This is an optimization exercise on Yosys and OpenROAD, whose aim is small area and a short achievable clock period, not a production implementation. At most, simulation tests tie the RTL to the original design; equivalence was not proved. No functional check of the RTL was part of runs 1 to 4.

$ cat flow/run.sh
#!/bin/bash
set -o pipefail
export BUFFER_PORTS_ARGS="-buffer_cell sky130_fd_sc_hd__buf_2"
export CTS_ARGS="-sink_clustering_enable -repair_clock_nets -root_buf sky130_fd_sc_hd__clkbuf_16 -buf_list sky130_fd_sc_hd__clkbuf_8 -dont_use_dummy_load"
bash standard.sh > standard.log 2>&1
$ cat standard.sh
#!/bin/bash
# synth_recipe.tcl (not shown) runs the flow's synth.tcl, then flattens the netlist and writes it again
# the make line also repeats each setting of config.mk as NAME=value (left out here)
make -C /OpenROAD-flow-scripts/flow DESIGN_CONFIG=/design/flow/config.mk WORK_HOME=/design/flow/orfs CLKGATE_MAP_FILE= SYNTH_SCRIPT=/design/flow/synth_recipe.tcl "${@:-finish}"
$ cat config.mk
export PLATFORM = sky130hd
export DESIGN_NAME = md_unit
export DESIGN_NICKNAME = md_unit
export VERILOG_FILES = /design/flow/design.v
export SDC_FILE = /design/flow/constraint.sdc
export NUM_CORES = 4
export LEC_CHECK = 0
export CAP_MARGIN = 20
export CORE_MARGIN = 2
export CORE_UTILIZATION = 65
export PLACE_DENSITY = 0.75
export SLEW_MARGIN = 20
$ cat constraint.sdc
create_clock -name core_clock -period 100.0 [get_ports {clk}]
set_input_delay 20.0000 -clock core_clock [delete_from_list [all_inputs] [get_ports {clk}]]
set_output_delay 20.0000 -clock core_clock [all_outputs]
set_load 0.01 [all_outputs]
$ cat design.v
package md_unit_pkg;
  localparam logic [2:0] MD_MULT  = 3'd0;
  localparam logic [2:0] MD_MULTU = 3'd1;
  localparam logic [2:0] MD_DIV   = 3'd2;
  localparam logic [2:0] MD_DIVU  = 3'd3;
  localparam logic [2:0] MD_MTHI  = 3'd4;
  localparam logic [2:0] MD_MTLO  = 3'd5;
endpackage
import md_unit_pkg::*;
module md_unit (
  input  logic        clk,
  input  logic        reset,
  input  logic        start,
  input  logic [2:0]  md_op,
  input  logic        we_hilo,
  input  logic [31:0] a,
  input  logic [31:0] b,
  output logic        busy,
  output logic [31:0] hi,
  output logic [31:0] lo
);
  logic        busy_q;
  logic        busy_o_q;   
  logic [3:0]  cnt_q;
  logic        first_q;    
  logic        fix_q;      
  logic        last_q;     
  logic        div_q, sgn_q, bh_q;
  logic        aneg_q;     
  logic        kept_q;     
  logic        dig_q;      
  logic [31:0] m_q;      
  logic [32:0] acc_q;    
  logic [31:0] p_q;      
  logic [31:0] hi_q, lo_q;
  wire iter = div_q & !fix_q & !last_q;
  function automatic logic [35:0] add35(input logic [34:0] x, input logic [34:0] y, input logic ci);
    logic [34:0] gb, pb, s;
    logic [9:0] g, p;
    logic c, gg, pp;
    for (int i = 0; i < 35; i++) begin gb[i] = x[i] & y[i]; pb[i] = x[i] ^ y[i]; end
    g[0] = ci; p[0] = 1'b0;
    for (int k = 0; k < 9; k++) begin
      gg = 1'b0; pp = 1'b1;
      for (int i = k*4; i < k*4+4 && i < 35; i++) begin gg = gb[i] | (pb[i] & gg); pp = pp & pb[i]; end
      g[k+1] = gg; p[k+1] = pp;
    end
    for (int l = 0; l < 4; l++)
      for (int i = (1 << (l+1)) - 1; i <= 9; i += (1 << (l+1))) begin
        g[i] = g[i] | (p[i] & g[i - (1 << l)]);
        p[i] = p[i] & p[i - (1 << l)];
      end
    for (int l = 2; l >= 0; l--)
      for (int i = 3 * (1 << l) - 1; i <= 9; i += (1 << (l+1))) begin
        g[i] = g[i] | (p[i] & g[i - (1 << l)]);
        p[i] = p[i] & p[i - (1 << l)];
      end
    for (int k = 0; k < 9; k++) begin
      c = g[k];
      for (int i = k*4; i < k*4+4 && i < 35; i++) begin s[i] = pb[i] ^ c; c = gb[i] | (pb[i] & c); end
    end
    add35 = {g[9], s};
  endfunction
  wire        msx  = sgn_q & m_q[31];
  wire        dneg = msx;                               
  wire [35:0] mx   = {msx, msx, msx, m_q, 1'b0};        
  wire [8:0]  mb   = last_q ? {{8{sgn_q & bh_q}}, bh_q} : {p_q[7:0], bh_q};
  logic [34:0] xs [0:3];
  logic [34:0] ss [0:3];
  logic        sub [0:3];    
  logic        dig [0:3];    
  assign xs[0]  = iter ? {acc_q[32], acc_q, p_q[31]} : {{2{acc_q[32]}}, acc_q};
  assign sub[0] = !acc_q[32];
  for (genvar i = 0; i < 4; i++) begin : g_st
    wire bm1 = mb[2*i];
    wire b0  = mb[2*i+1];
    wire b1  = mb[2*i+2];
    logic one, two, neg;
    assign dig[i] = sub[i] ^ dneg;
    if (i == 0) begin : g_sel0
      assign one = div_q ? !(last_q & kept_q) : (b0 ^ bm1);
      assign neg = div_q ? (last_q ? !dig_q : dig[0]) : b1;
    end else begin : g_sel
      assign one = div_q | (b0 ^ bm1);
      assign neg = div_q ? dig[i] : b1;
    end
    assign two = !div_q & ((b1 & !b0 & !bm1) | (!b1 & b0 & bm1));
    wire [34:0] pp;
    for (genvar j = 0; j < 35; j++) begin : g_pp
      assign pp[j] = ((one & mx[j+1]) | (two & mx[j])) ^ neg;
    end
    wire [35:0] sm = add35(xs[i], pp, neg);
    assign ss[i] = sm[34:0];
    if (i < 3) begin : g_nx
      assign sub[i+1] = !ss[i][34];
      assign xs[i+1]  = div_q ? {ss[i][32], ss[i][32:0], p_q[30-i]} : {{2{ss[i][34]}}, ss[i][34:2]};
    end
  end
  wire zt  = (ss[0] == 35'd0);
  wire zr  = (acc_q == 33'd0);
  wire fix = zt | (aneg_q ? (!acc_q[32] & !zr) : acc_q[32]);
  function automatic logic [30:0] inc31(input logic [30:0] v);
    logic [30:0] o;
    logic        all;
    all = 1'b1;
    for (int k = 0; k < 31; k++) begin
      o[k] = v[k] ^ all;
      all  = all & v[k];
    end
    inc31 = o;
  endfunction
  wire [31:0] quo = {(fix & dig[0]) ? inc31(p_q[30:0]) : p_q[30:0], !fix};
  wire op_end = busy_q && last_q;
  wire res_wr = op_end && (!div_q || m_q != 32'd0);
  wire        wr_mt = !(busy_q | start | !we_hilo | !md_op[2] | md_op[1]);
  wire        wr_hi = wr_mt & !md_op[0];
  wire        wr_lo = wr_mt &  md_op[0];
  wire [31:0] hi_e  = res_wr ? ss[0][31:0] : hi_q;
  wire [31:0] lo_e  = res_wr ? p_q : lo_q;
  always_ff @(posedge clk or negedge reset) begin
    if (!reset) begin
      busy_q   <= 1'b0;
      busy_o_q <= 1'b0;
      hi_q     <= '0;
      lo_q     <= '0;
    end else begin
      if (!busy_q && start && !md_op[2]) busy_q <= 1'b1;
      else if (op_end) busy_q <= 1'b0;
      busy_o_q <= busy_q ? !op_end : (start && !md_op[2]);
      hi_q <= wr_hi ? a : hi_e;
      lo_q <= wr_lo ? a : lo_e;
    end
  end
  always_ff @(posedge clk) begin
    first_q <= !busy_q;
    fix_q   <= busy_q && div_q && (cnt_q == 4'd7);
    last_q  <= busy_q && (cnt_q == (div_q ? 4'd8 : 4'd3));
    if (!busy_q) begin
      cnt_q <= '0;
      div_q <= md_op[1];
      sgn_q <= !md_op[0];
      bh_q  <= 1'b0;
      m_q   <= b;
      p_q   <= a;
      acc_q <= {33{a[31] & md_op[1] & !md_op[0]}};
    end else begin
      cnt_q <= cnt_q + 4'd1;
      if (!div_q) begin
        acc_q <= ss[3][34:2];
        p_q   <= {ss[3][1:0], ss[2][1:0], ss[1][1:0], ss[0][1:0], p_q[31:8]};
        bh_q  <= p_q[7];
      end else if (fix_q) begin
        acc_q  <= ss[0][32:0];
        p_q    <= quo;
        kept_q <= fix;
        dig_q  <= dig[0];
      end else begin
        acc_q <= ss[3][32:0];
        p_q   <= {p_q[27:0], dig[0], dig[1], dig[2], dig[3]};
      end
      if (first_q) aneg_q <= sgn_q & p_q[31];
    end
  end
  assign busy = busy_o_q;
  assign hi   = hi_q;
  assign lo   = lo_q;
endmodule
==> results of run 1 <==
==> flip-flops by register name, summed over array words and instances (netlist names) <==
signal and count:
first_q 1, div_q 1, hi_q 32, sgn_q 1, m_q 32, busy_q 1, busy_o_q 1, kept_q 1
dig_q 1, fix_q 1, acc_q 33, aneg_q 1, lo_q 32, cnt_q 4, last_q 1, p_q 32
bh_q 1
==> stage by stage <==
| stage | utilization (%) | hold WS (ps) | setup WS [ps] |
|---|---|---|---|
| 6_report | 69.9 | 463 | 78020 |
| 5_1_grt | 69.9 | 490 | 77940 |
| 4_1_cts | 69.9 | 474 | 78110 |
| 3_5_place_dp | 69.0 | 459 | 77690 |
| 3_3_place_gp | 69.0 | 443 | 77710 |
| 2_1_floorplan | - | 426 | 78740 |
==> cell type report <==
cell class                 count  area share [%]
tap                          378            2.42
inverter                     177            3.41
clock buffer                  17            1.26
sequential                   176            21.6
multi-input combinational   1535            66.7
timing repair buffer         163            4.55
==> cell usage in the layout (no fill, tap or decap), types with 19 or more instances in the layout <==
cell type  instances
nor2_1           110
mux2i_1          142
a21oi_1           69
xnor2_1           91
inv_1            175
nand2_1          133
a22oi_1           80
dfxtp_1           72
o21ai_0          128
o221a_2           19
dfrtp_1           65
nand4_1           28
fa_1             100
buf_2            135
a221oi_1          20
a21o_1            60
a22o_1            46
xor2_1            97
o21ai_1           20
ha_1             158
o22ai_1           22
edfxtp_1          37
buf_4             27
mux2_2            37
==> layer usage <==
| metal | part of all wire, % | routed length, µm | track usage, % |
|---|---|---|---|
| met1 | 40 | 22600 | 49.1 |
| met3 | 9.9 | 5520 | 6.71 |
| met5 | 0 | 0 | 0 |
| met4 | 4.9 | 2720 | 17.7 |
| met2 | 45 | 25000 | 59.3 |
==> worst max-delay path, stage by stage <==
cell and delay (ps):
buf_2 100, nand4bb_1 180, or3_1 740, nand2_1 760, o221a_2 470
==> cells by family (layout without fill, tap and decap cells) <==
family                     Yosys count  after routing  share of synthesized area [%]
xor gates and xnor gates           189            189                           9.02
adders and majority gates          258            258                           21.4
muxes                              179            179                           9.90
AOI/OAI and AO/OA                  551            551                           20.6
and+or+nand+nor                    358            358                           8.82
DFF                                176            176                           22.8
buffers and inverters              338            357                           7.43
==> final timing paths <==
check | start | to | slack, ps | cells after the start
setup / recovery | md_op[1] | hi_q[13] | 78020 | 5
hold / removal | cnt_q[2] | last_q | 460 | 1
setup reg to reg | div_q | acc_q[31] | 80000 | 69
hold reg to reg | cnt_q[2] | last_q | 460 | 1
max in group asynchronous | reset | busy_q | 79660 | 2
min in group asynchronous | reset | lo_q[11] | 19760 | 2
==> run summary, run 1 <==
- The initialized floorplan defines 61 standard-cell rows.
- Sequential elements use between 20% and 30% of the synthesized area.
- By instance count, the leading cell after synthesis is inv_1.
- In the final layout, the multi-input gates occupy between 10,000 and 15,000 µm².
- The TritonCTS buffer count is 17.
- The yosys synthesis warning count is 5.
- The number of antenna violations at the first check in global routing is 0.
- Of all cell types, the one taking the most synthesized area is fa_1.
- Synthesis handed over a netlist of 2,049 instances.
- The endpoint required time on the critical path is 100,280 ps.
- Clock tree synthesis selected as its root buffer the cell clkbuf_16.
- The final number of max-transition violations came to 0.
- After synthesis, the share of flip-flops with an asynchronous set or reset is 37.5%.
- The post-placement cell area is 19,300 µm².
- The CTS sink count is 176.
- The post-route clock skew is 44.6 ps.
- The count of cells resized by post-cts repair is 0.
- The die is 173 µm wide.
- Setup violations remaining at the end of the flow were counted as 0.
- The count of routing violations after the opening detailed-route iteration is 1,550.
- In this run the mean area of a mapped cell was 9.06 µm².
- The floorplan die area is ~30,000 µm².
- The finished cells cover 19,500 µm².
- The flow ran to the end and the layout has no timing, DRC or antenna violations.
- The synthesized netlist contains 78 unique library cells.
- The detail-routed via count per cell is approximately 6.6.
- The maximum clock insertion buffer count is 2.
- Summed over its instances, the top area cell type makes up 10.8% of the synthesized netlist area.
- In this run the standard cell core region covers 27,900 µm².
- The worst hold path belongs to the class reg -> reg.
- The sum of negative setup slack is 0 ps.
- The detailed-route via count is around 16,000.
- In this run the tightest slew margin relative to its limit is a little under a third.
- The final layout contains between 2,000 and 2,500 nets.
- The finished layout holds around 2,400 standard cells, fillers aside.
- The hold violation count in the final report is 0.
- By area the synthesized netlist is led by fa_1, ha_1, dfrtp_1.
- The part of the cycle the worst path needs is 22.0%.
- The maximum number of pins on one net before global-route repair is between 90 and 100.
- 136 I/O pins were placed.
- The post-synthesis to final-layout area growth is 5.22%.
- The final antenna-violating net count is 0.
- The area of all sequential standard cells is 4230 µm².
- The number of synthesized register bits is 176.
- The worst setup path is captured at a register.
- The clock latency at the later pin of the worst-skew pair is roughly 420 ps.
- The via count of the first global-routing pass came to 15,800.
- The critical path startpoint category is an input pin.
- Post-CTS timing repair inserted 0 buffers for setup.
- After synthesis the cells add up to between 15,000 and 20,000 µm².
- The overflow left after global routing is 0.
- The average detailed-routed wire length per instance is 22.8 µm.
- By count the netlist is led by inv_1, ha_1, mux2i_1.
- In this run, placement finished with an instance count of 2,429.
- Before antenna repair, the detailed router went through 7 iterations.
- Summed over all nets, the half-perimeter wirelength after detailed placement is slightly above 40,000 µm.
- The first global-routing pass estimated 87,200 µm of wire.
- For this configuration, the core starts out at a cell density of about two thirds.
- Timing would allow up to around 45 MHz.
- The arrival time reported for the critical path endpoint is 22,270 ps.
- At the pin with the least slew margin, the transition time is 1010 ps.
- Across every metal layer, demand over resource in global routing totals 37.2%.
- The largest fanout of any net on the critical path is 21.
- At the end of routability-driven placement, the weighted congestion stood at 0.948.
- The critical path is of the in -> reg type.
- Summed over all layers, the routed wires come to 55,900 µm.
- The final critical path time including I/O delays and setup is between 20,000 and 25,000 ps.
- TritonCTS built the clock tree.
- The clock tree synthesis step divided the H-tree into 4 levels.
- The antenna cell count is 0.
- Setup repair after global routing left no endpoint under its margin.
- The die is 173 µm tall.
- Input and output buffers added on the ports amount to 135.
- In this run, synthesis inferred 37 flip-flops with an integrated enable.
- The filler cells instantiated in the layout total 2,253.
- Clock-pin slew was measured on the worst setup and hold paths at 100 ps.
- The layout cell share with drive strength beyond 1 is 12.9%.
- The most used flip-flop cell after synthesis is dfxtp_1.
- The cts-stage hold buffer count is 0.
- The net count after synthesis is 2,378.
- The reported max-cap violation count is 0.
- The remaining routing DRC violations is 0.
==> run 2: changes to the inputs <==
--- a/config.mk
+++ b/config.mk
@@ -7,2 +7,3 @@
 export LEC_CHECK = 0
+export ABC_AREA = 1
 export CAP_MARGIN = 20
==> run summary, run 2 <==
- Setup repair after global routing left no endpoint under its margin.
- The area share of the largest cell type after synthesis is between 10% and 20%.
- On the final layout, the worst hold slack is 463 ps.
- The antenna cell count is 0.
- The half-perimeter wire length after placement is approximately 45,000 µm.
- After detailed routing, the total wire length is about 60,000 µm.
- The count of cells resized by post-cts repair is 0.
- The H-tree was split into 4 levels.
- The path class of the tightest hold or removal check is reg -> reg.
- The type of destination of the critical path is a register.
- After synthesis, flip-flops and latches occupy a little under a quarter of the total area.
- The post-synthesis async set-or-reset flop share is 37.5%.
- The library cell used most frequently in the layout, excluding fill and tap cells, is nand2_1.
- STA classifies the critical path startpoint as an input pin.
- The number of top-level design ports is 136.
- At the pin with the least slew margin, the transition time is 917 ps.
- In this run, post-CTS hold repair placed 0 buffers.
- The remaining routing DRC violations is 0.
- The startpoint identified for the worst register-to-register timing path is last_q.
- The number of standard cells in the final layout excluding fillers is 2,886.
- The cell depth of the worst flop-to-flop path is 77.
- Across the routed clock network, the largest skew measured is 37.9 ps.
- The arrival time reported for the critical path endpoint is 22,260 ps.
- For flop-to-flop paths, the worst setup slack is 81,430 ps.
- Once placement completed, the tool counted placed cells totaling 2,868.
- The clock tree root driver cell is clkbuf_16.
- The cell type contributing the most total cell area after synthesis is fa_1.
- The maximum number of pins on one net before global-route repair is 87.
- Leaving out fill and tap cells, the most frequent cells in the layout are nand2_1, inv_1, o21ai_0.
- The most used flip-flop cell after synthesis is dfxtp_1.
- The sequential cells in the finished layout cover a total of 4230 µm².
- In the routed layout, each cell is associated on average with a via count of 6.37.
- The via count of the first global-routing pass came to 17,600.
- The CTS sink count is around 180.
- The hold violation count in the final report is 0.
- Measured along the y axis, the die boundary spans 172 µm.
- In this run the most critical hold path is launched from cnt_q[3].
- The overflow left after global routing is 0.
- The final critical path time including I/O delays and setup is 21,980 ps.
- The final count of negative-setup-slack endpoints is 0.
- The worst path uses 22.0% of the clock period.
- Synthesis inferred 176 register bits.
- The headroom to the max-slew limit is 38.9%.
- The TritonCTS clock tree is yes.
- The layout net count is 2,839.
- The average detailed-routed wire length per instance is 21.3 µm.
- The number of placement rows is 61.
- Along the worst hold path, the cell count comes to 1.
- Post-CTS timing repair inserted 0 buffers for setup.
- The initial utilization of the core area, before any placement, comes to 66.2%.
- The final number of max-transition violations was 0.
- The capture instance of the worst register-to-register path is acc_q[27].
- The first global-routing pass estimated 94,900 µm of wire.
- The category of the most critical setup path is in -> reg.
- The endpoint required time on the critical path is 100,280 ps.
- The register with the most flip-flops in the layout has 33 of them.
- The flow ran to the end and the layout has no timing, DRC or antenna violations.
- Summing every instance area after synthesis gives 18,400 µm².
- The multi-input combinational cells in the finished layout cover a total of 12,300 µm².
- The post-synthesis area per instance is 7.49 µm².
- The clock passes through at most 2 buffers.
- During placement, the flow inserted port buffers numbering 135.
- Adding up every negative setup slack in the final design gives 0 ps.
- Yosys printed 5 warnings.
- Yosys mapped a number of flops with a built-in enable equal to 37.
- The tool flagged a number of max-cap violations equal to 0.
- Clock latency on the worst-skew pair, taken at its later pin, is 420 ps.
- The core region is 27,900 µm².
- Fill cells in the final layout number about 2,400.
- The cell count after synthesis is 2,462.
- In this run the horizontal extent of the chip is approximately 170 µm.
- After clock tree synthesis, the clock-pin slew on the worst setup and hold paths is ~90 ps.
- Among all cell types in the netlist, the one instantiated most often is nand2_1.
- The total track usage is 41.9%.
- The register with the most flip-flops in the final layout is acc_q.
- Counting instances in the post-synthesis netlist gives the leading cell types as nand2_1, inv_1, o21ai_0.
- The post-synthesis to final-layout area growth is 5.73%.
- The routed layout has 18,400 vias.
- The count of routing violations after the opening detailed-route iteration is about 2,100.
- Synthesis instantiated 54 different standard cells from the library.
- The number of optimization iterations in the first detailed-route pass is 6.
- The worst hold endpoint is fix_q.
- The detail route stage leaves a number of antenna-violating nets equal to 0.
- The final weighted congestion in routability-driven placement is around 0.98.
- The TritonCTS buffer count is 17.
- The floorplan die area is ~30,000 µm².
- Along the worst path, the maximum fanout reaches 34.
- The highest clock rate is roughly 46 MHz.
- The net count after synthesis is 2,791.
- The layout cell share with drive strength beyond 1 is 9.41%.
- The number of antenna violations at the first check in global routing is 0.
- In the post-synthesis netlist, the biggest area contributors are fa_1, ha_1, dfrtp_1.
run 2: routing by layer:
metal  GRT usage [%]  part of all wire (%)  up-vias
met1            51.7                    37     8574
li1                -                     -     8340
met3            10.4                    11      286
met2            65.4                    44     1182
met5               0                     0        -
met4            27.2                   7.5        0
run 2: worst max-delay path by stage:
stage               startpoint  endpoint  slack, ps
finish                md_op[0]   hi_q[6]      78020
global route          md_op[0]   hi_q[6]      77970
CTS                   md_op[0]   hi_q[6]      78120
detailed placement    md_op[0]   hi_q[6]      77750
global placement      md_op[0]   hi_q[9]      77930
floorplan             md_op[1]  lo_q[12]      78780
run 2: stage by stage:
stage / util, % / setup WS [ps] / cell area (µm²)
2_1_floorplan: - / 78780 / 18400
5_1_grt: 70.0 / 77970 / 19500
4_1_cts: 69.9 / 78120 / 19500
3_5_place_dp: 69.0 / 77750 / 19200
3_3_place_gp: 69.0 / 77930 / 19200
6_report: 70.0 / 78020 / 19500
run 2: final cells by class:
type                       instances  area share, %
clock buffer                      17           1.26
inverter                         357           6.89
multi-input combinational       1797           63.2
sequential                       176           21.7
tap                              378           2.43
timing repair buffer             161           4.57
run 2: worst max-delay path: stages:
cell and delay, ps:
buf_2 510, inv_1 170, nand2_1 110, buf_4 360, nand2_1 570, o22ai_1 410
a21oi_1 100
run 2: kinds of logic (layout without fill, tap and decap cells):
logic type	after synthesis	after routing	share of synthesized area, %
adders and majority gates	258	258	21.6
xor gates and xnor gates	166	166	7.88
buffers and inverters	489	535	10.4
muxes	15	15	0.814
AOI/OAI and AO/OA	626	626	19.7
and+or+nand+nor	732	732	16.7
DFF	176	176	22.9
==> run 3: changes to the inputs <==
--- a/config.mk
+++ b/config.mk
@@ -7,3 +7,2 @@
 export LEC_CHECK = 0
-export ABC_AREA = 1
 export CAP_MARGIN = 20
@@ -12,2 +11,2 @@
 export PLACE_DENSITY = 0.75
-export SLEW_MARGIN = 20
+export SLEW_MARGIN = 60
==> run summary, run 3 <==
- Timing would allow up to 46.5 MHz.
- The endpoint required time on the critical path is 100,340 ps.
- The final layout contains routed wiring with a total length of 55,900 µm.
- The slew at the pin closest to its max-slew limit is 623 ps.
- The TritonCTS clock tree is yes.
- The number of synthesized register bits is 176.
- The clock latency at the later pin of the worst-skew pair is 410 ps.
- Setup repair after global routing left no endpoint under its margin.
- The count of buffering cells on the critical path with inverters included is 1.
- The multiplexer share of the synthesized area is 9.90%.
- The number of library cell types mapped by synthesis is 78.
- Data arrives at the worst endpoint at 21,830 ps.
- The finished layout holds 2,451 standard cells, fillers aside.
- Global routing finished with a remaining overflow of 0.
- The type of destination of the critical path is a register.
- In the final layout, the share of cells above drive strength 1 is 13.8%.
- The Yosys step of the flow raised 5 warnings.
- The root buffer cell chosen for the clock tree is clkbuf_16.
- The startpoint of the worst hold path is cnt_q[0].
- The floorplan step defined a core boundary enclosing 27,900 µm².
- The average detailed-routed wire length per instance is 22.8 µm.
- The simple-gate portion of the synthesized area is 8.82%.
- The hold violation count in the final report is 0.
- The first TritonRoute pass finished after 6 iterations.
- The post-route clock skew is between 40 and 50 ps.
- The most used flip-flop cell after synthesis is dfxtp_1.
- Of all nets on the critical path, the largest fanout is 21.
- The worst path needs 21,490 ps of the cycle, external delays included.
- The top register by number of flip-flops is acc_q.
- The final antenna-violating net count is 0.
- By startpoint and endpoint, the worst setup path is classified as in -> reg.
- The reported max-cap violation count is 0.
- In this run the critical register-to-register path is launched from div_q.
- By area, the combinational part of the netlist is dominated by adder cells.
- The longest clock path from root to sink contains 2 buffers.
- The CTS sink count is 176.
- The final number of max-transition violations came to 0.
- After synthesis, flip-flops and latches occupy 22.8% of the total area.
- In this design, the stage delay of the slowest critical-path cell is 710 ps.
- The congestion estimate from routability-driven global placement came to approximately 0.95.
- Summing every instance area after synthesis gives 18,600 µm².
- The detail-routed via count per cell is 6.64.
- The cell family contributing the most delay on the critical path is simple AND/OR/NAND/NOR gates.
- The area growth from synthesis to layout is 6.39%.
- After synthesis, the share of flip-flops with an asynchronous set or reset is 37.5%.
- By area the synthesized netlist is led by fa_1, ha_1, dfrtp_1.
- In this run, CTS created clock tree buffers numbering 17.
- The via count of the first global-routing pass was 16,000.
- The final core utilization is 70.7%.
- The floorplan step set the die height to about 170 µm.
- The worst min-delay path category is reg -> reg.
- The area share of the largest cell type after synthesis is 10.8%.
- STA classifies the critical path startpoint as an input pin.
- The count of buffers added on input and output ports is 135.
- The number of placement rows is 61.
- The layout net count is 2,404.
- The synthesized netlist devotes 20.6% of its cell area to compound gates.
- The post-synthesis adder-cell area fraction is between 20% and 30%.
- The first-pass GRT wire length is 88,100 µm.
- The floorplan die area is 29,900 µm².
- The cell with the most instances after synthesis is inv_1.
- The number of placed instances, taps included is roughly 2,400.
- Measured against its own limit, the worst slew margin works out to 58.3%.
- Global routing used 37.4% of the available tracks.
- After clock tree synthesis, the clock-pin slew on the worst setup and hold paths is 80 ps.
- The count of cells resized by post-cts repair is 0.
- The flip-flop count of the largest register after layout is 33.
- The library cells used most frequently in the layout, excluding fill and tap cells, are inv_1, ha_1, mux2i_1.
- The final count of negative-setup-slack endpoints is 0.
- Once the floorplan was initialized, standard cells occupied 66.5% of the core.
- The most frequent standard cell in the layout excluding fill and tap cells is inv_1.
- The clock tree synthesis step divided the H-tree into 4 levels.
- The number of synthesized flops with an enable pin is 37.
- In this run, the number of DRC markers left after iteration 0 of detailed routing was roughly 1,600.
- The run finished with no timing, DRC or antenna violations.
- The die is about 170 µm wide.
- The number of top-level design ports is 136.
- The detailed-route via count is between 15,000 and 20,000.
- Of the available clock period, the critical path in the final layout requires 21.5%.
- The final non-filler cell area is 19,700 µm².
- The sum of negative setup slack is 0 ps.
- The commonest cells after synthesis are inv_1, ha_1, mux2i_1.
- The fraction of synthesized cell area in xor and xnor cells is 9.02%.
- Among all stages on the critical path, the largest delay is contributed by or3_2.
- The cts-stage hold buffer count is 0.
- Synthesis produced a netlist with a net count of 2,378.
- The post-synthesis area per instance is 9.06 µm².
- The half-perimeter wire length after placement is 41,700 µm.
- The post-placement cell area is 19,400 µm².
- In the routed design, unresolved DRC markers number 0.
- In this run the post-CTS setup repair buffer count came out at 0.
- Summed over all instances, the cell type with the most area after synthesis is fa_1.
- The number of antenna violations at the first check in global routing is 3.
- The critical path starts at md_op[1].
- The maximum number of pins on one net before global-route repair is 73.
- Synthesis produced between 2,000 and 2,500 cells.
- The antenna cell count is 0.
- The signal on the critical path passes through buf_2, nand4bb_1, or3_2, nand2_2, o221a_2.
run 3: changes by cell type after synthesis, moves of 55 or more:
cell     previous run  this run
o22ai_1           162        22
nand3_1            87        15
o21ai_0           207       128
xnor2_1             5        91
a21oi_1           125        70
inv_1             324       177
xor2_1            161        97
mux2i_1            15       142
a21o_1              2        61
a22oi_1             8        80
nand2_1           408       133
run 3: worst paths after layout:
path,cells past startpoint,end,slack [ps]
max,5,hi_q[5],78510
min,1,cnt_q[0],470
max reg2reg,69,acc_q[31],80850
min reg2reg,1,cnt_q[0],470
max in group asynchronous,2,busy_q,79980
min in group asynchronous,2,lo_q[4],19620
run 3: metal layers:
layer / GRT usage [%] / wire length, µm / up-vias
met2: 60.0 / 25200 / 898
met3: 6.27 / 5400 / 176
met5: 0 / 22 / -
li1: - / - / 7321
met4: 19.0 / 2910 / 4
met1: 49.0 / 22300 / 7873
run 3: layout make-up:
class,instances,area (µm²)
multi-input combinational,1535,13100
fill,2234,8190
sequential,176,4230
timing repair buffer,168,1020
inverter,177,666
tap,378,473
clock buffer,17,245
run 3: worst register-to-register path, delay by kind of cell, from the launching register on:
kind	cells	cell delay, ps
xor gates and xnor gates	6	1880
and+or+nand+nor	10	2170
buffers and inverters	7	2370
adders and majority gates	13	5030
DFF	1	600
muxes	1	80
AOI/OAI and AO/OA	32	6930
run 3: logic make-up (layout without fill, tap and decap cells):
logic type,after synthesis,after routing
buf+inv,338,362
simple gates,358,358
xor+xnor,189,189
compound gates,551,551
flops,176,176
fa+ha+maj,258,258
mux,179,179
run 3: stage by stage:
stage	hold slack [ps]	setup slack [ps]
4_1_cts	476	78530
6_report	473	78510
2_1_floorplan	426	78740
5_1_grt	498	78420
3_3_place_gp	443	77710
3_5_place_dp	465	78120
==> run 4: changes to the inputs <==
--- a/config.mk
+++ b/config.mk
@@ -7,2 +7,3 @@
 export LEC_CHECK = 0
+export ABC_AREA = 1
 export CAP_MARGIN = 20
==> run summary, run 4 <==
- The via count of the first global-routing pass is 17,600.
- The first-pass GRT wire length is about 95,000 µm.
- The part of the cycle the worst path needs is 21.6%.
- Synthesis produced a netlist whose cell count is 2,462.
- Based on the critical path, the design can be clocked at up to between 40 and 50 MHz.
- For the pin with the worst max-slew slack, the measured transition is approximately 620 ps.
- The maximum clock insertion buffer count is 2.
- After routing, the total negative slack on setup checks comes to 0 ps.
- The number of fill cells is ~2,500.
- The count of cells resized by post-cts repair is 0.
- Setup repair after global routing left no endpoint under its margin.
- The count of input and output buffers is 135.
- The antenna cell count is 0.
- The horizontal die dimension is 172 µm.
- The setup path with the least slack is of type in -> reg.
- STA puts the critical path data required time at around 100,000 ps.
- In the routed layout, each cell is associated on average with a via count of 6.34.
- For this run, the number of Yosys warnings is 5.
- The slowest stage of the critical path is the nand2_2 cell.
- Across all layers, the routed design uses between 15,000 and 20,000 vias.
- The reported max-cap violation count is 0.
- The flip-flop count of the largest register after layout is 33.
- Walking the worst path, the cells encountered are buf_2, nor4_4, buf_4, nand2_1, buf_4, nand2_2, o22ai_1, a21oi_1.
- For the finished layout, the period the worst path requires is 21,560 ps.
- The final wirelength is 61,200 µm.
- The peak per-stage delay on the critical path is 400 ps.
- For flop-to-flop paths, the worst setup slack is 82,170 ps.
- The net count after synthesis is ~2,800.
- The number of library cell types mapped by synthesis is 54.
- The overflow left after global routing is 0.
- The flow ran to the end and the layout has no timing, DRC or antenna violations.
- The remaining routing DRC violations is 0.
- The placeable core area is 27,900 µm².
- The number of synthesized flops with an enable pin is 37.
- The clock latency at the later pin of the worst-skew pair is 420 ps.
- The number of optimization iterations in the first detailed-route pass is 6.
- The cts-stage hold buffer count is 0.
- The layout cell share with drive strength beyond 1 is 9.87%.
- The number of placement rows is 61.
- The final antenna-violating net count is 0.
- The cell repeated most along the worst path is buf_4.
- The post-synthesis area per instance is 7.49 µm².
- The worst hold path begins at cnt_q[3].
- The synthesized design devotes to its leading area cell type 10.9% of total area.
- The average detailed-routed wire length per instance is 21.2 µm.
- In the layout the commonest cells are nand2_1, inv_1, o21ai_0.
- After the first detailed-routing iteration, the DRC count stood at 2,302.
- The post-synthesis async set-or-reset flop share is 37.5%.
- The cell type contributing the most total cell area after synthesis is fa_1.
- The commonest cells after synthesis are nand2_1, inv_1, o21ai_0.
- The maximum number of pins on one net before global-route repair is 87.
- The worst min-delay path category is reg -> reg.
- The cell with the most instances after synthesis is nand2_1.
- After clock tree synthesis, the clock-pin slew on the worst setup and hold paths is 90 ps.
- The CTS H-tree depth is 4.
- TritonCTS created 17 clock buffers.
- At the end of routability-driven placement, the weighted congestion stood at 0.982.
- The die boundary height is 172 µm.
- The most frequent standard cell in the layout excluding fill and tap cells is nand2_1.
- The largest fanout of any net on the critical path is 34.
- 136 I/O pins were placed.
- The clock tree root driver cell is clkbuf_16.
- The cell area that synthesis handed to floorplanning was ~18,000 µm².
- The hold violation count in the final report was 0.
- In this run, synthesis produced a sequential element count of 176.
- The CTS sink count is 176.
- The worst setup path startpoint is md_op[1].
- Once the clock tree was built, the setup fixing pass inserted 0 buffers.
- The cell family contributing the most delay on the critical path is buffers and inverters.
- The final count of negative-setup-slack endpoints is 0.
- The pre-CTS setup slack is 78,140 ps.
- The worst setup path is launched from an input pin.
- The layout net count is 2,843.
- The total track usage is 42.0%.
- TritonCTS built the clock tree.
- Across the routed clock network, the largest skew measured is 39.5 ps.
- The final number of max-transition violations came to 0.
- The final setup slack of the worst path is 78,440 ps.
- The type of destination of the critical path is a register.
- The most used flip-flop cell after synthesis is dfxtp_1.
- The share of the Yosys chip area taken by registers is 22.9%.
- The headroom to the max-slew limit is around three fifths.
- The arrival time reported for the critical path endpoint is 21,880 ps.
- Relative to the synthesized area, the layout overhead comes to 6.39%.
- The initial utilization of the core area, before any placement, comes to between 60 and 70%.
- The number of antenna violations at the first check in global routing is 0.
- acc_q holds more flip-flops than any other register.
- The wire-length estimate of the detail-placed layout is 45,600 µm.
- The startpoint of the most critical register-to-register path is sgn_q.
- Counting both buffers and inverters, the worst setup path holds a total of 3.
- Yosys attributes the largest share of cell area to fa_1, ha_1, dfrtp_1.
- The floorplan die area is around 30,000 µm².
-- run 4: layout make-up --
cell class,count,area (µm²),area share [%]
Tap cell,378,473,2.41
Timing Repair Buffer,165,961,4.90
Clock buffer,17,245,1.25
Multi-Input combinational cell,1797,12400,63.0
Sequential cell,176,4230,21.5
Inverter,357,1350,6.89
-- run 4: path summary, 6_finish.rpt --
kind | cells past startpoint | end
worst max-delay path | 8 | hi_q[2]
min in group asynchronous | 2 | lo_q[6]
worst min-delay path | 1 | fix_q
max in group asynchronous | 2 | hi_q[18]
worst max register to register | 79 | acc_q[27]
worst min register to register | 1 | fix_q
-- run 4: cell families after synthesis --
| group | count (synthesis) | share of synthesized area (%) |
|---|---|---|
| AOI/OAI and AO/OA | 626 | 19.7 |
| xor gates and xnor gates | 166 | 7.88 |
| adders and majority gates | 258 | 21.6 |
| buffers and inverters | 489 | 10.4 |
| DFF | 176 | 22.9 |
| muxes | 15 | 0.814 |
| and+or+nand+nor | 732 | 16.7 |
-- run 4: metrics by stage --
stage / instance area (µm²) / hold slack (ps) / utilization (%) / instances
after floorplan: 18400 / 421 / - / 2462
after global placement: 19200 / 442 / 69.0 / 2868
after detailed placement: 19300 / 442 / 69.3 / 2872
after CTS: 19600 / 459 / 70.2 / 2889
after global routing: 19600 / 486 / 70.4 / 2890
final: 19600 / 457 / 70.4 / 2890
-- run 4: metal layers --
layer | part of all wire, % | vias up | global-route usage (%) | wire length [µm]
met5 | 0 | - | 0 | 0
met4 | 7.1 | 0 | 26.8 | 4340
met3 | 11 | 258 | 9.38 | 6760
met2 | 44 | 1147 | 65.9 | 27100
met1 | 38 | 8553 | 52.4 | 23000
li1 | - | 8353 | - | -
==> run 5: changes to the inputs <==
--- a/design.v
+++ b/design.v
@@ -23,2 +23,4 @@
   logic        busy_o_q;   
+  logic        idle_q;     
+  logic        res_q;      
   logic [3:0]  cnt_q;
@@ -113,8 +115,7 @@
   wire op_end = busy_q && last_q;
-  wire res_wr = op_end && (!div_q || m_q != 32'd0);
-  wire        wr_mt = !(busy_q | start | !we_hilo | !md_op[2] | md_op[1]);
+  wire        wr_mt = idle_q & !start & we_hilo & md_op[2] & !md_op[1];
   wire        wr_hi = wr_mt & !md_op[0];
   wire        wr_lo = wr_mt &  md_op[0];
-  wire [31:0] hi_e  = res_wr ? ss[0][31:0] : hi_q;
-  wire [31:0] lo_e  = res_wr ? p_q : lo_q;
+  wire [31:0] hi_e  = res_q ? ss[0][31:0] : hi_q;
+  wire [31:0] lo_e  = res_q ? p_q : lo_q;
   always_ff @(posedge clk or negedge reset) begin
@@ -123,2 +124,4 @@
       busy_o_q <= 1'b0;
+      idle_q   <= 1'b1;
+      res_q    <= 1'b0;
       hi_q     <= '0;
@@ -129,2 +132,4 @@
       busy_o_q <= busy_q ? !op_end : (start && !md_op[2]);
+      idle_q   <= busy_q ? op_end : !(start && !md_op[2]);
+      res_q    <= busy_q && !last_q && (cnt_q == (div_q ? 4'd8 : 4'd3)) && (!div_q || m_q != 32'd0);
       hi_q <= wr_hi ? a : hi_e;
--- a/config.mk
+++ b/config.mk
@@ -12,2 +12,2 @@
 export PLACE_DENSITY = 0.75
-export SLEW_MARGIN = 60
+export SLEW_MARGIN = 20
==> run summary, run 5 <==
- The run finished with no timing, DRC or antenna violations.
- Once the clock tree was built, the resizer swapped 0 gates to a different size.
- The count of routing violations after the opening detailed-route iteration is 2,379.
- Leaving out fill and tap cells, the most frequent cells in the layout are nand2_1, inv_1, o21ai_0.
- The horizontal die dimension is 173 µm.
- The largest fanout of any net on the critical path is 45.
- In this run the core area contains 61 standard-cell rows.
- The TritonCTS clock tree is yes.
- During I/O placement, the number of pins put on the boundary was 136.
- The placeable core area is 27,900 µm².
- The number of fill cells is ~2,400.
- In the routed design, unresolved DRC markers number 0.
- STA puts the critical path data required time at ~100,000 ps.
- The cell type contributing the most total cell area after synthesis is fa_1.
- For the pin with the worst max-slew slack, the measured transition is between 1000 and 1500 ps.
- Clock latency on the worst-skew pair, taken at its later pin, is 410 ps.
- The cell at the slowest stage of the critical path is nor2_1.
- In this run the tightest slew margin relative to its limit is 30.0%.
- The maximum clock insertion buffer count is 2.
- The register with the most flip-flops in the layout has 33 of them.
- The congestion estimate from routability-driven global placement came to about 0.99.
- In this run the mean area of a mapped cell was 7.47 µm².
- The highest clock rate is between 40 and 50 MHz.
- The count of input and output buffers is about 140.
- The sequential share of the synthesized area is 23.0%.
- The yosys synthesis warning count is 5.
- Global routing finished with a remaining overflow of 0.
- The tool flagged a number of max-cap violations equal to 0.
- In the routed layout, each cell is associated on average with a via count of between 6 and 7.
- The smallest clock period supported by the final layout is computed as 22,090 ps.
- Cells fill 70.3% of the core in the end.
- Leaving out fill and tap cells, the most frequent cell in the layout is nand2_1.
- After routing the design area is 19,600 µm².
- The cell with the most instances after synthesis is nand2_1.
- From synthesis to final layout, the design area changed by 5.69%.
- Yosys mapped the design onto 46 distinct sky130hd cell types.
- The initial cell density of the core is 66.5%.
- Traced cell by cell, the critical path runs through buf_2, inv_1, nand4_1, nor2_1, nand2_1, buf_4, inv_1, nor2_4, nand2_1, o311ai_0.
- Yosys attributes the largest share of cell area to fa_1, ha_1, dfrtp_1.
- The buffer count from post-CTS setup fixing is 0.
- Ranked by flip-flop count, first place goes to acc_q.
- The number of optimization iterations in the first detailed-route pass is 6.
- Clock tree synthesis selected as its root buffer the cell clkbuf_16.
- The peak per-stage delay on the critical path is 610 ps.
- The number of synthesized flops with an enable pin is 37.
- The via count of the first global-routing pass is between 15,000 and 20,000.
- The layout net count is 2,858.
- The maximum number of pins on one net before global-route repair is 92.
- The category of the most critical setup path is in -> reg.
- The critical path contains buffers and inverters numbering 4 combined.
- Dividing the detail-routed wire length by the instance count gives between 20 and 25 µm.
- The hold violation count in the final report is 0.
- The antenna cell count is 0.
- The CTS sink count is approximately 180.
- The family of cells with the greatest summed delay on the critical path is simple AND/OR/NAND/NOR gates.
- For this block, the via count after detailed routing is roughly 18,000.
- Global routing used 40.2% of the available tracks.
- The number of antenna violations at the first check in global routing is 0.
- In this run the remaining antenna-violating nets after routing total 0.
- After synthesis, the share of flip-flops with an asynchronous set or reset is 38.2%.
- Ranked by instance count, the synthesized netlist is headed by nand2_1, inv_1, o21ai_0.
- The worst min-delay path category is reg -> reg.
- Setup violations remaining at the end of the flow were counted as 0.
- The post-placement cell area is about 19,000 µm².
- Summed over all layers, the routed wires come to 60,300 µm.
- The cts-stage hold buffer count is 0.
- The die is about 170 µm tall.
- Setup repair after global routing left no endpoint under its margin.
- The most used flip-flop cell after synthesis is dfxtp_1.
- The finished layout holds 2,905 standard cells, fillers aside.
- The layout cell share with drive strength beyond 1 is a little under a tenth.
- The sum of negative setup slack is 0 ps.
- The final number of max-transition violations is 0.
- The part of the cycle the worst path needs is 22.1%.
- The half-perimeter wire length after placement is 46,400 µm.
- The cell count after synthesis is 2,489.
- After synthesis the netlist holds a flip-flop and latch count of 178.
- The cell area after synthesis is about 19,000 µm².
- The arrival time reported for the critical path endpoint is 22,330 ps.
- The CTS H-tree depth is 4.
- The TritonCTS buffer count is 17.
- The first global-routing pass estimated 94,700 µm of wire.
- The floorplan die area is 30,000 µm².
- The critical path startpoint category is an input pin.
- The number of nets handed over by synthesis was roughly 2,800.
- Of the post-synthesis cell area, the dominant cell type holds between 10% and 20%.
- Once placement completed, the tool counted placed cells totaling between 2,000 and 3,000.
- The clock transition at the register clock pins on the worst setup and hold paths after CTS is 100 ps.
- The type of destination of the critical path is a register.
- The clock arrives with 42.2 ps of skew.
-- run 5: cell count changes in the layout (fill, tap and decap cells not counted), moves of 31 or more --
cell,delta
nor2_1,-31
a31oi_1,-33
nand3_1,+64
inv_1,+50
o211ai_1,+31
-- run 5: final cells by class --
| cell class | instances | area, µm² | share of cell area [%] |
|---|---|---|---|
| Sequential cell | 178 | 4280 | 21.8 |
| Inverter | 380 | 1430 | 7.27 |
| Multi-Input combinational cell | 1791 | 12300 | 62.9 |
| Timing Repair Buffer | 161 | 871 | 4.43 |
| Tap cell | 378 | 473 | 2.41 |
| Clock buffer | 17 | 245 | 1.25 |
-- run 5: path summary, 6_finish.rpt --
check,from,to,slack (ps),cells after the start
min in group asynchronous,reset,lo_q[18],19780,2
hold reg to reg,cnt_q[3],fix_q,480,1
hold / removal,cnt_q[3],fix_q,480,1
setup reg to reg,div_q,acc_q[27],80520,81
max in group asynchronous,reset,busy_q,79600,2
setup / recovery,start,hi_q[29],77910,10
-- run 5: kinds of logic (layout without fill, tap and decap cells) --
kind of cell / count (synthesis) / count (layout) / synth area share, %
buffers and inverters: 520 / 558 / 10.9
muxes: 13 / 13 / 0.700
DFF: 178 / 178 / 23.0
AOI/OAI and AO/OA: 592 / 592 / 18.7
xor gates and xnor gates: 166 / 166 / 7.82
adders and majority gates: 258 / 258 / 21.4
and+or+nand+nor: 762 / 762 / 17.5
-- run 5: layer usage --
| layer | wire [µm] | global-route usage [%] |
|---|---|---|
| met5 | 0 | 0 |
| met4 | 2750 | 17.7 |
| met1 | 24400 | 55.6 |
| met2 | 25600 | 60.4 |
| met3 | 7530 | 9.08 |
-- run 5: through the flow --
stage               worst slack (ps)  hold WS [ps]
floorplan                      78860           422
global placement               77510           438
detailed placement             77340           448
CTS                            77730           485
global route                   77620           520
finish                         77910           484
==> run 6: changes to the inputs <==
--- a/config.mk
+++ b/config.mk
@@ -11,2 +11,3 @@
 export CORE_UTILIZATION = 65
+export GPL_TIMING_DRIVEN = 0
 export PLACE_DENSITY = 0.75
==> run summary, run 6 <==
- The final weighted congestion in routability-driven placement is 1.07.
- The detail route stage leaves a number of antenna-violating nets equal to 0.
- By area the synthesized netlist is led by fa_1, ha_1, dfrtp_1.
- Counting flops with an async set or reset pin after synthesis yields a share of between 30% and 40%.
- The cell count after synthesis is 2,489.
- The count of cells resized by post-cts repair is 0.
- Clock latency on the worst-skew pair, taken at its later pin, is 420 ps.
- The worst hold slack is 488 ps.
- In the global route stage, met3 resource usage came out at 14.0%.
- The initial utilization of the core area, before any placement, comes to 66.5%.
- The largest fanout of any net on the critical path is 10.
- The global routing met2 resource utilization is 70.5%.
- The simple-gate portion of the synthesized area is 17.5%.
- The number of placement rows is 61.
- Dividing the synthesized area by the synthesized cell count gives about 7.5 µm².
- The final route contains about 20,000 vias.
- The overflow left after global routing is 0.
- The area fraction in compound gates after synthesis is 18.7%.
- The sum of negative setup slack is 0 ps.
- After synthesis the cells add up to 18,600 µm².
- In this run the tightest slew margin relative to its limit is 35.7%.
- The run finished with no timing, DRC or antenna violations.
- STA classifies the critical path endpoint as a register.
- The via count of the first global-routing pass came to 19,000.
- In this run the most used layer during global routing was met2.
- Across the routed clock network, the largest skew measured is 46.3 ps.
- The number of top-level design ports is 136.
- The first-pass GRT wire length is 110,000 µm.
- The final wirelength is 72,700 µm.
- The number of antenna violations at the first check in global routing is 1.
- The number of optimization iterations in the first detailed-route pass is 9.
- The die covers 30,000 µm².
- After synthesis, the largest family of logic cells by area is adder cells.
- After synthesis, the netlist uses 46 different library cells.
- The arrival time reported for the critical path endpoint is approximately 22,000 ps.
- The maximum number of pins on one net before global-route repair is 53.
- In the routed design, unresolved DRC markers number 0.
- The CTS H-tree depth is 4.
- The detail-routed via count per cell is 6.62.
- The post-synthesis adder-cell area fraction is 21.4%.
- Hold repair after CTS inserted 0 buffers.
- The first routing iteration left roughly 3,300 violations.
- Clock tree synthesis found a total of 178 sinks.
- The buffer count from post-CTS setup fixing is 0.
- Synthesis inferred 178 register bits.
- After layout, the minimum clock period comes to 21,480 ps.
- The clock transition at the register clock pins on the worst setup and hold paths after CTS is 110 ps.
- Counting tap cells, the placed design contains a total of 3,003 instances.
- The area share of the largest cell type after synthesis is 10.8%.
- The yosys synthesis warning count is 5.
- In this run the tool buffered the top-level ports with 135 buffer cells.
- After the flow finishes, the layout carries non-filler instances totaling 3,021.
- Dividing the final minimum period by the clock period gives between 20% and 30%.
- The endpoint required time on the critical path is 100,250 ps.
- The die boundary height is 173 µm.
- Global routing used 48.0% of the available tracks.
- The horizontal die dimension is 173 µm.
- The hold violation count in the final report was 0.
- Setup violations remaining at the end of the flow were counted as 0.
- The placeable core area is 27,900 µm².
- The pre-CTS setup slack is 78,180 ps.
- The category of the most critical setup path is in -> reg.
- Among all flip-flop cells after synthesis, the most frequent one is dfxtp_1.
- The sequential share of the synthesized area is a little under a quarter.
- Ranked by instance count, the synthesized netlist is headed by nand2_1, inv_1, o21ai_0.
- The top register by number of flip-flops is acc_q.
- Once placement finished, the instance area stood at 19,800 µm².
- The layout net count is between 2,000 and 3,000.
- The multiplexer share of the synthesized area is less than 1%.
- The most frequent standard cell in the layout excluding fill and tap cells is nand2_1.
- The clock tree root driver cell is clkbuf_16.
- Derived from the worst setup path, the maximum achievable clock frequency is between 40 and 50 MHz.
- The cell type contributing the most total cell area after synthesis is fa_1.
- Setup repair after global routing left no endpoint under its margin.
- The final number of max-transition violations came to 0.
- When the netlist entered floorplanning its net count stood at 2,818.
- Counting flops with a built-in enable in the synthesized netlist gives 37.
- The average detailed-routed wire length per instance is 24.1 µm.
- Detailed placement ended at an HPWL of 59,000 µm.
- The TritonCTS clock tree is yes.
- Global routing used 62.6% of the available met1 tracks.
- The path class of the tightest hold or removal check is reg -> reg.
- By instance count, the leading cell after synthesis is nand2_1.
- In the final layout, the share of cells above drive strength 1 is 8.44%.
- Counting along the longest clock path gives a buffer depth of 2.
- The tool flagged a number of max-cap violations equal to 0.
- The fraction of synthesized cell area in xor and xnor cells is 7.82%.
- Compared with the post-synthesis result, the final layout area differs by 7.69%.
- The final non-filler cell area is 20,000 µm².
- In the layout the commonest cells are nand2_1, inv_1, o21ai_0.
- At the pin with the least slew margin, the transition time is 961 ps.
- Buffers inserted during clock tree synthesis total 17.
- The critical path startpoint category is an input pin.
- The register with the most flip-flops in the layout has 33 of them.
- The final setup slack of the worst path is 78,520 ps.
run 6: cell counts after synthesis:
No cell type changed its count.
run 6: final cells by class:
type | count | area (µm²)
clock buffer | 17 | 245
timing repair buffer | 136 | 706
buffer | 140 | 596
fill | 2370 | 7920
tap | 378 | 473
multi-input combinational | 1791 | 12300
antenna | 1 | 2.50
sequential | 178 | 4280
inverter | 380 | 1430
run 6: critical path, cell delays in order:
cell and delay, ps:
buf_2 90, inv_1 70, nand4_1 80, nor2_1 250
nand2_1 350, inv_1 190, nor2_1 120, clkbuf_1 300
nand2_1 130, o311ai_0 140
run 6: logic make-up after synthesis:
group	count (synthesis)
AO/OA/AOI/OAI	592
XOR/XNOR	166
adder cells (fa/ha/maj)	258
buffers and inverters	520
flip-flops	178
multiplexers	13
AND/OR/NAND/NOR	762
run 6: layer usage:
layer / vias up / routed length, µm
met4: 0 / 5290
met3: 356 / 11300
met1: 9304 / 26300
li1: 8648 / -
met2: 1690 / 29800
met5: - / 0
run 6: path summary, 6_finish.rpt:
path                       cells past startpoint  startpoint  slack [ps]   endpoint
max in group asynchronous                      2       reset       79990   hi_q[21]
min                                            1    cnt_q[3]         490      fix_q
max reg2reg                                   81       sgn_q       81130  acc_q[27]
min reg2reg                                    1    cnt_q[3]         490      fix_q
min in group asynchronous                      1       reset       19460   lo_q[18]
max                                           10       start       78520    hi_q[5]
run 6: per-stage QoR:
stage | util [%]
floorplan | -
global placement | 70.6
detailed placement | 70.8
CTS | 71.6
global route | 71.6
finish | 71.7
==> run 7: changes to the inputs <==
--- a/config.mk
+++ b/config.mk
@@ -7,3 +7,2 @@
 export LEC_CHECK = 0
-export ABC_AREA = 1
 export CAP_MARGIN = 20
@@ -11,3 +10,2 @@
 export CORE_UTILIZATION = 65
-export GPL_TIMING_DRIVEN = 0
 export PLACE_DENSITY = 0.75
==> run summary, run 7 <==
- Setup repair after global routing left no endpoint under its margin.
- The highest clock rate is between 40 and 50 MHz.
- The global-route track usage on met3 is roughly 7%.
- The critical path startpoint category is an input pin.
- The number of library cell types mapped by synthesis is 77.
- Walking the worst path, the cells encountered are buf_2, nand4b_1, nor2_1, nand2_4, mux2_2.
- The Yosys step of the flow raised 5 warnings.
- The TritonCTS clock tree is yes.
- The category of the most critical setup path is in -> reg.
- The number of top-level design ports is approximately 140.
- Including well taps, the total number of placed cells is 2,481.
- Counting the buffers created by CTS gives 17.
- Clock skew on the completed layout was measured at 39.3 ps.
- The final antenna-violating net count is 0.
- The final count of negative-setup-slack endpoints is 0.
- In this run the vertical extent of the chip is ~170 µm.
- The family of cells with the greatest summed delay on the critical path is simple AND/OR/NAND/NOR gates.
- The total track usage is 37.9%.
- The part of the cycle the worst path needs is between 20% and 30%.
- STA puts the critical path data required time at about 100,000 ps.
- The synthesized design contains 37 enable-type register cells.
- After synthesis, flip-flops and latches occupy 22.8% of the total area.
- The post-synthesis async set-or-reset flop share is 38.2%.
- The final number of max-transition violations is 0.
- The commonest cells after synthesis are inv_1, mux2i_1, nor2_1.
- The register with the most flip-flops in the layout has 33 of them.
- The detail-routed via count per cell is 6.47.
- The cell count after synthesis is around 2,100.
- The final core utilization is between 60% and 70%.
- With fillers left out, the area of the finished cells amounts to 19,700 µm².
- The placeable core area is between 20,000 and 30,000 µm².
- Of the cells placed in the final design, the portion with a size suffix greater than 1 is 11.9%.
- The type of destination of the critical path is a register.
- Sorting the synthesized cells by area gives the leading types as fa_1, ha_1, mux2i_1.
- The most used flip-flop cell after synthesis is dfxtp_1.
- The maximum number of pins on one net before global-route repair is 90.
- A synthesized cell averages around 9 µm².
- The clock transition at the register clock pins on the worst setup and hold paths after CTS is 100 ps.
- The top cell types in the final layout, fill and taps aside, are mux2i_1, inv_1, nor2_1.
- The number of antenna violations at the first check in global routing is 0.
- The maximum clock insertion buffer count is 2.
- The final setup slack of the worst path is 78,880 ps.
- The overflow left after global routing is 0.
- The first-pass GRT wire length is between 80,000 and 90,000 µm.
- The number of optimization iterations in the first detailed-route pass is 6.
- In the final design database the tool counted 2,446 nets.
- The post-synthesis to final-layout area growth is 5.34%.
- The final wirelength is around 57,000 µm.
- Counting every sink on the clock net gives roughly 180.
- Together, buffers and inverters on the worst path number 1.
- The cell area that synthesis handed to floorplanning was between 15,000 and 20,000 µm².
- The final critical path time including I/O delays and setup is 21,120 ps.
- The headroom to the max-slew limit is 25.9%.
- The peak-usage layer in the global routing report is met2.
- The count of input and output buffers is 135.
- Dividing the detail-routed wire length by the instance count gives 22.7 µm.
- The detailed-route via count is 16,200.
- The clock tree root driver cell is clkbuf_16.
- The final weighted congestion in routability-driven placement is 0.951.
- The slowest stage of the critical path is the mux2_2 cell.
- The hold violation count in the final report came to 0.
- Counting flops and latches in the post-synthesis netlist gives 178.
- The CTS H-tree depth is 4.
- The initial cell density of the core is 65.6%.
- The register with the most flip-flops in the final layout is acc_q.
- The number of nets in the synthesized netlist is roughly 2,400.
- The sum of negative setup slack is 0 ps.
- Across the run, the number of max-cap violations was 0.
- The met1 demand-to-capacity share in global routing is 51.3%.
- Hold is met by 449 ps.
- The cell with the most instances after synthesis is inv_1.
- For the pin with the worst max-slew slack, the measured transition is about 1100 ps.
- Clock latency on the worst-skew pair, taken at its later pin, is 420 ps.
- The worst min-delay path category is reg -> reg.
- The count of cells resized by post-cts repair is 0.
- Buffers inserted to repair hold after CTS numbered 0.
- The half-perimeter wire length after placement is between 40,000 and 50,000 µm.
- The count of routing violations after the opening detailed-route iteration is between 1,500 and 2,000.
- Once placement finished, the instance area stood at 19,400 µm².
- The area share of the largest cell type after synthesis is a little over a tenth.
- The floorplan has 62 rows.
- The largest fanout of any net on the critical path is 63.
- Before CTS, the worst setup slack after placement is 78,210 ps.
- The horizontal die dimension is 174 µm.
- The cell type contributing the most total cell area after synthesis is fa_1.
- The buffer count from post-CTS setup fixing is 0.
- The count of cells in the finished layout, fillers not included, comes to approximately 2,500.
- The remaining routing DRC violations is 0.
- For the worst setup path, the data arrival time is around 21,000 ps.
- The number of antenna diodes in the final layout is 0.
- The flow ran to the end and the layout has no timing, DRC or antenna violations.
- The die covers 30,200 µm².
- The global routing met2 resource utilization is approximately three fifths.
- The via count of the first global-routing pass is between 15,000 and 20,000.
- The largest single stage delay on the critical path is 420 ps.
==> run 7: layer usage <==
metal | up-vias | wire length, µm
li1 | 7389 | -
met1 | 7857 | 23600
met2 | 784 | 25300
met3 | 149 | 4860
met4 | 0 | 2800
met5 | - | 0
==> run 7: layout make-up <==
class	instances	area, µm²
flip-flops and latches	178	4280
repair buffers	158	871
clock buffers	17	245
multi-input cells	1584	13200
well taps	384	480
inverters	178	669
fillers	2433	8820
==> run 7: kinds of logic (layout without fill, tap and decap cells) <==
group / after synthesis / count (layout) / share of synthesized area [%]
mux: 213 / 213 / 11.6
buf+inv: 336 / 353 / 7.25
xor+xnor: 190 / 190 / 8.92
fa+ha+maj: 258 / 258 / 21.2
compound gates: 542 / 542 / 19.0
flops: 178 / 178 / 22.8
simple gates: 381 / 381 / 9.11
==> run 7: final timing paths <==
path	endpoint	slack, ps	cells past startpoint	start
max	hi_q[0]	78880	5	start
max in group asynchronous	res_q	79670	1	reset
min reg2reg	fix_q	450	1	cnt_q[3]
min in group asynchronous	lo_q[1]	19690	1	reset
min	fix_q	450	1	cnt_q[3]
max reg2reg	acc_q[31]	79290	72	div_q
==> run 7: worst register-to-register path: cells and delay by family (launching register included) <==
family | cells | cell delay, ps
adders and majority gates | 13 | 5010
muxes | 1 | 90
DFF | 1 | 380
xor gates and xnor gates | 5 | 1350
AOI/OAI and AO/OA | 28 | 6760
and+or+nand+nor | 16 | 3480
buffers and inverters | 9 | 3570
==> run 8: changes to the inputs <==
--- a/design.v
+++ b/design.v
@@ -39,14 +39,8 @@
   function automatic logic [35:0] add35(input logic [34:0] x, input logic [34:0] y, input logic ci);
-    logic [34:0] gb, pb, s;
-    logic [9:0] g, p;
-    logic c, gg, pp;
-    for (int i = 0; i < 35; i++) begin gb[i] = x[i] & y[i]; pb[i] = x[i] ^ y[i]; end
+    logic [35:0] g, p, p0, s;
     g[0] = ci; p[0] = 1'b0;
-    for (int k = 0; k < 9; k++) begin
-      gg = 1'b0; pp = 1'b1;
-      for (int i = k*4; i < k*4+4 && i < 35; i++) begin gg = gb[i] | (pb[i] & gg); pp = pp & pb[i]; end
-      g[k+1] = gg; p[k+1] = pp;
-    end
-    for (int l = 0; l < 4; l++)
-      for (int i = (1 << (l+1)) - 1; i <= 9; i += (1 << (l+1))) begin
+    for (int i = 0; i < 35; i++) begin g[i+1] = x[i] & y[i]; p[i+1] = x[i] ^ y[i]; end
+    p0 = p;
+    for (int l = 0; l < 6; l++)
+      for (int i = (1 << (l+1)) - 1; i < 36; i += (1 << (l+1))) begin
         g[i] = g[i] | (p[i] & g[i - (1 << l)]);
@@ -54,4 +48,4 @@
       end
-    for (int l = 2; l >= 0; l--)
-      for (int i = 3 * (1 << l) - 1; i <= 9; i += (1 << (l+1))) begin
+    for (int l = 4; l >= 0; l--)
+      for (int i = 3 * (1 << l) - 1; i < 36; i += (1 << (l+1))) begin
         g[i] = g[i] | (p[i] & g[i - (1 << l)]);
@@ -59,7 +53,5 @@
       end
-    for (int k = 0; k < 9; k++) begin
-      c = g[k];
-      for (int i = k*4; i < k*4+4 && i < 35; i++) begin s[i] = pb[i] ^ c; c = gb[i] | (pb[i] & c); end
-    end
-    add35 = {g[9], s};
+    for (int i = 0; i < 35; i++) s[i] = p0[i+1] ^ g[i];
+    s[35] = g[35];
+    add35 = s;
   endfunction
==> run summary, run 8 <==
- The flow ran to the end and the layout has no timing, DRC or antenna violations.
- Subtracting the final worst setup slack from the clock period gives 21,080 ps.
- The most used flip-flop cell after synthesis is dfxtp_1.
- The worst register-to-register path begins at div_q.
- The maximum number of pins on one net before global-route repair is 72.
- For this run, asynchronously set or reset flops after synthesis account for roughly two fifths.
- The final weighted congestion in routability-driven placement is 0.939.
- The slew at the pin closest to its max-slew limit is 1050 ps.
- Counting every net in the synthesized netlist gives 2,466.
- The cell area after synthesis is 18,500 µm².
- The critical path ends at hi_q[2].
- In the synthesized netlist, the number of instances is roughly 2,200.
- The pre-CTS setup slack is 78,250 ps.
- Setup repair after global routing left no endpoint under its margin.
- The headroom to the max-slew limit is 29.8%.
- The number of synthesized register bits is between 150 and 200.
- The finished cells cover ~20,000 µm².
- The total track usage is between 30% and 40%.
- The layout net count is 2,484.
- The floorplan has a little over 60 rows.
- The largest fanout of any net on the critical path is between 60 and 70.
- The uppermost signal routing layer after detailed routing is met4.
- Setup slack on the worst reg-to-reg path comes out at 80,380 ps.
- In the layout the commonest cells are nor2_1, a21oi_1, ha_1.
- The arrival time reported for the critical path endpoint is approximately 21,000 ps.
- The die boundary height is roughly 170 µm.
- The most common cell in the synthesized netlist is nor2_1.
- The final number of max-transition violations is 0.
- Setup violations remaining at the end of the flow were counted as 0.
- Of all cell types, the one taking the most synthesized area is ha_1.
- During synthesis, Yosys emitted a total of 5 warnings.
- The number of clock buffers added by TritonCTS is 17.
- The count of cells in the finished layout, fillers not included, comes to around 2,600.
- Dividing the detail-routed via count by the number of cells gives 6.56.
- The number of optimization iterations in the first detailed-route pass is 6.
- The endpoint identified for the worst register-to-register timing path is acc_q[32].
- The worst setup path startpoint is start.
- The clock tree root driver cell is clkbuf_16.
- The buffer count from post-CTS setup fixing is 0.
- Compared with the post-synthesis result, the final layout area differs by 5.78%.
- The clock transition at the register clock pins on the worst setup and hold paths after CTS is 90 ps.
- The tool flagged a number of max-cap violations equal to 0.
- The first-pass GRT wire length is approximately 91,000 µm.
- The count of routing violations after the opening detailed-route iteration is 1,811.
- The clock arrives with 39.9 ps of skew.
- The endpoint required time on the critical path is approximately 100,000 ps.
- The post-route netlist has 12.0% of its cells at a drive strength greater than 1.
- The number of library cell types mapped by synthesis is 74.
- The met1 routed wirelength after detailed routing is 23,900 µm.
- The cell depth of the worst flop-to-flop path is 70.
- The via count of the first global-routing pass is 16,400.
- The maximum clock insertion buffer count is 2.
- The type of destination of the critical path is a register.
- The final setup slack of the worst path is between 70,000 and 80,000 ps.
- Final hold analysis gives a worst-case slack of around 480 ps.
- The TritonCTS clock tree is yes.
- More flip-flops sit in one register than any other, and that register is acc_q.
- The cts-stage hold buffer count is 0.
- In this run the worst hold path is classified as reg -> reg.
- Sequential cells were found to cover 23.1% of the synthesized design area.
- The post-placement cell area is roughly 19,000 µm².
- In this run, synthesis inferred 37 flip-flops with an integrated enable.
- Static timing analysis puts the maximum clock frequency at 47.4 MHz.
- The CTS H-tree depth is 4.
- Of the post-synthesis cell area, the dominant cell type holds between 10% and 20%.
- The category of the most critical setup path is in -> reg.
- The total area inside the core boundary comes to roughly 28,000 µm².
run 8: area by class of cell:
type / count / area [µm²] / share of cell area [%]
Inverter: 146 / 552 / 2.81
Tap cell: 378 / 473 / 2.41
Sequential cell: 178 / 4280 / 21.8
Timing Repair Buffer: 170 / 941 / 4.80
Antenna cell: 1 / 2.50 / 0.0128
Clock buffer: 17 / 245 / 1.25
Multi-Input combinational cell: 1674 / 13100 / 66.9
run 8: routing by layer:
metal	track usage, %	vias up
li1	-	7687
met1	53.4	8113
met2	58.6	883
met3	5.76	138
met4	16.9	0
met5	0	-
run 8: logic make-up (layout without fill, tap and decap cells):
logic type	count (synthesis)	in the layout	share of synthesized area [%]
AND/OR/NAND/NOR	434	434	10.5
other	0	1	0
buffers and inverters	317	333	6.55
AO/OA/AOI/OAI	636	636	22.6
XOR/XNOR	213	213	10.1
multiplexers	165	165	9.23
adder cells (fa/ha/maj)	226	226	18.0
flip-flops	178	178	23.1
run 8: metrics by stage:
step | utilization, %
6_report | 70.2
5_1_grt | 70.2
4_1_cts | 70.2
3_5_place_dp | 69.3
3_3_place_gp | 69.3
2_1_floorplan | -
run 8: worst max-delay path, stage by stage:
cell and delay (ps):
buf_2 100, nand4b_1 150, nor2_1 300, nand2_4 410, mux2_2 420
run 8: worst min-delay path by stage:
stage                     to  slack, ps  startpoint  cells past startpoint
floorplan           cnt_q[0]        430    cnt_q[0]                      1
global placement    cnt_q[0]        450    cnt_q[0]                      1
detailed placement  cnt_q[0]        460    cnt_q[0]                      1
CTS                 cnt_q[0]        480    cnt_q[0]                      1
global route        cnt_q[0]        500    cnt_q[0]                      1
finish              cnt_q[0]        480    cnt_q[0]                      1

separate check: timing with driven ports:
The flow's constraints put no driver on any port. The routed layouts listed below were extracted and timed again, unchanged, in two steps. Step 1, drivers: a clkbuf_16 drives clk and a buf_2 each remaining input, both assumed. Step 2 adds t to the input delays and takes it off the output delays; t is the mean of the earliest and latest rising clock arrival at the registers after step 1. Input paths then give back, and output paths get back, about the clock's delay inside the block. Slacks: ideal ports / drivers / drivers and shift; pairs: ideal ports / drivers.
| run | t, ns | setup slack, ns | hold WS [ns] | pins driven straight from the clock port |
|---|---|---|---|---|
| run 1 | 0.454 | 78.018 / 78.048 / 77.595 | 0.463 / 0.463 / 0.463 | 1 |
| run 2 | 0.456 | 78.023 / 78.052 / 77.596 | 0.463 / 0.463 / 0.463 | 1 |
| run 3 | 0.447 | 78.510 / 78.541 / 78.095 | 0.473 / 0.473 / 0.473 | 1 |
| run 4 | 0.457 | 78.444 / 78.475 / 78.018 | 0.457 / 0.457 / 0.457 | 1 |
| run 5 | 0.447 | 77.906 / 77.941 / 77.494 | 0.484 / 0.484 / 0.484 | 1 |
| run 6 | 0.460 | 78.521 / 78.549 / 78.089 | 0.488 / 0.488 / 0.488 | 1 |
| run 7 | 0.458 | 78.879 / 78.909 / 78.457 | 0.449 / 0.449 / 0.449 | 1 |
| run 8 | 0.457 | 78.916 / 78.894 / 78.493 | 0.479 / 0.479 / 0.479 | 1 |
After both steps setup and hold are still met in every run listed. The setup slack of run 6, which loses most, moves by +0.028 ns with the drivers and by -0.432 ns with both steps.
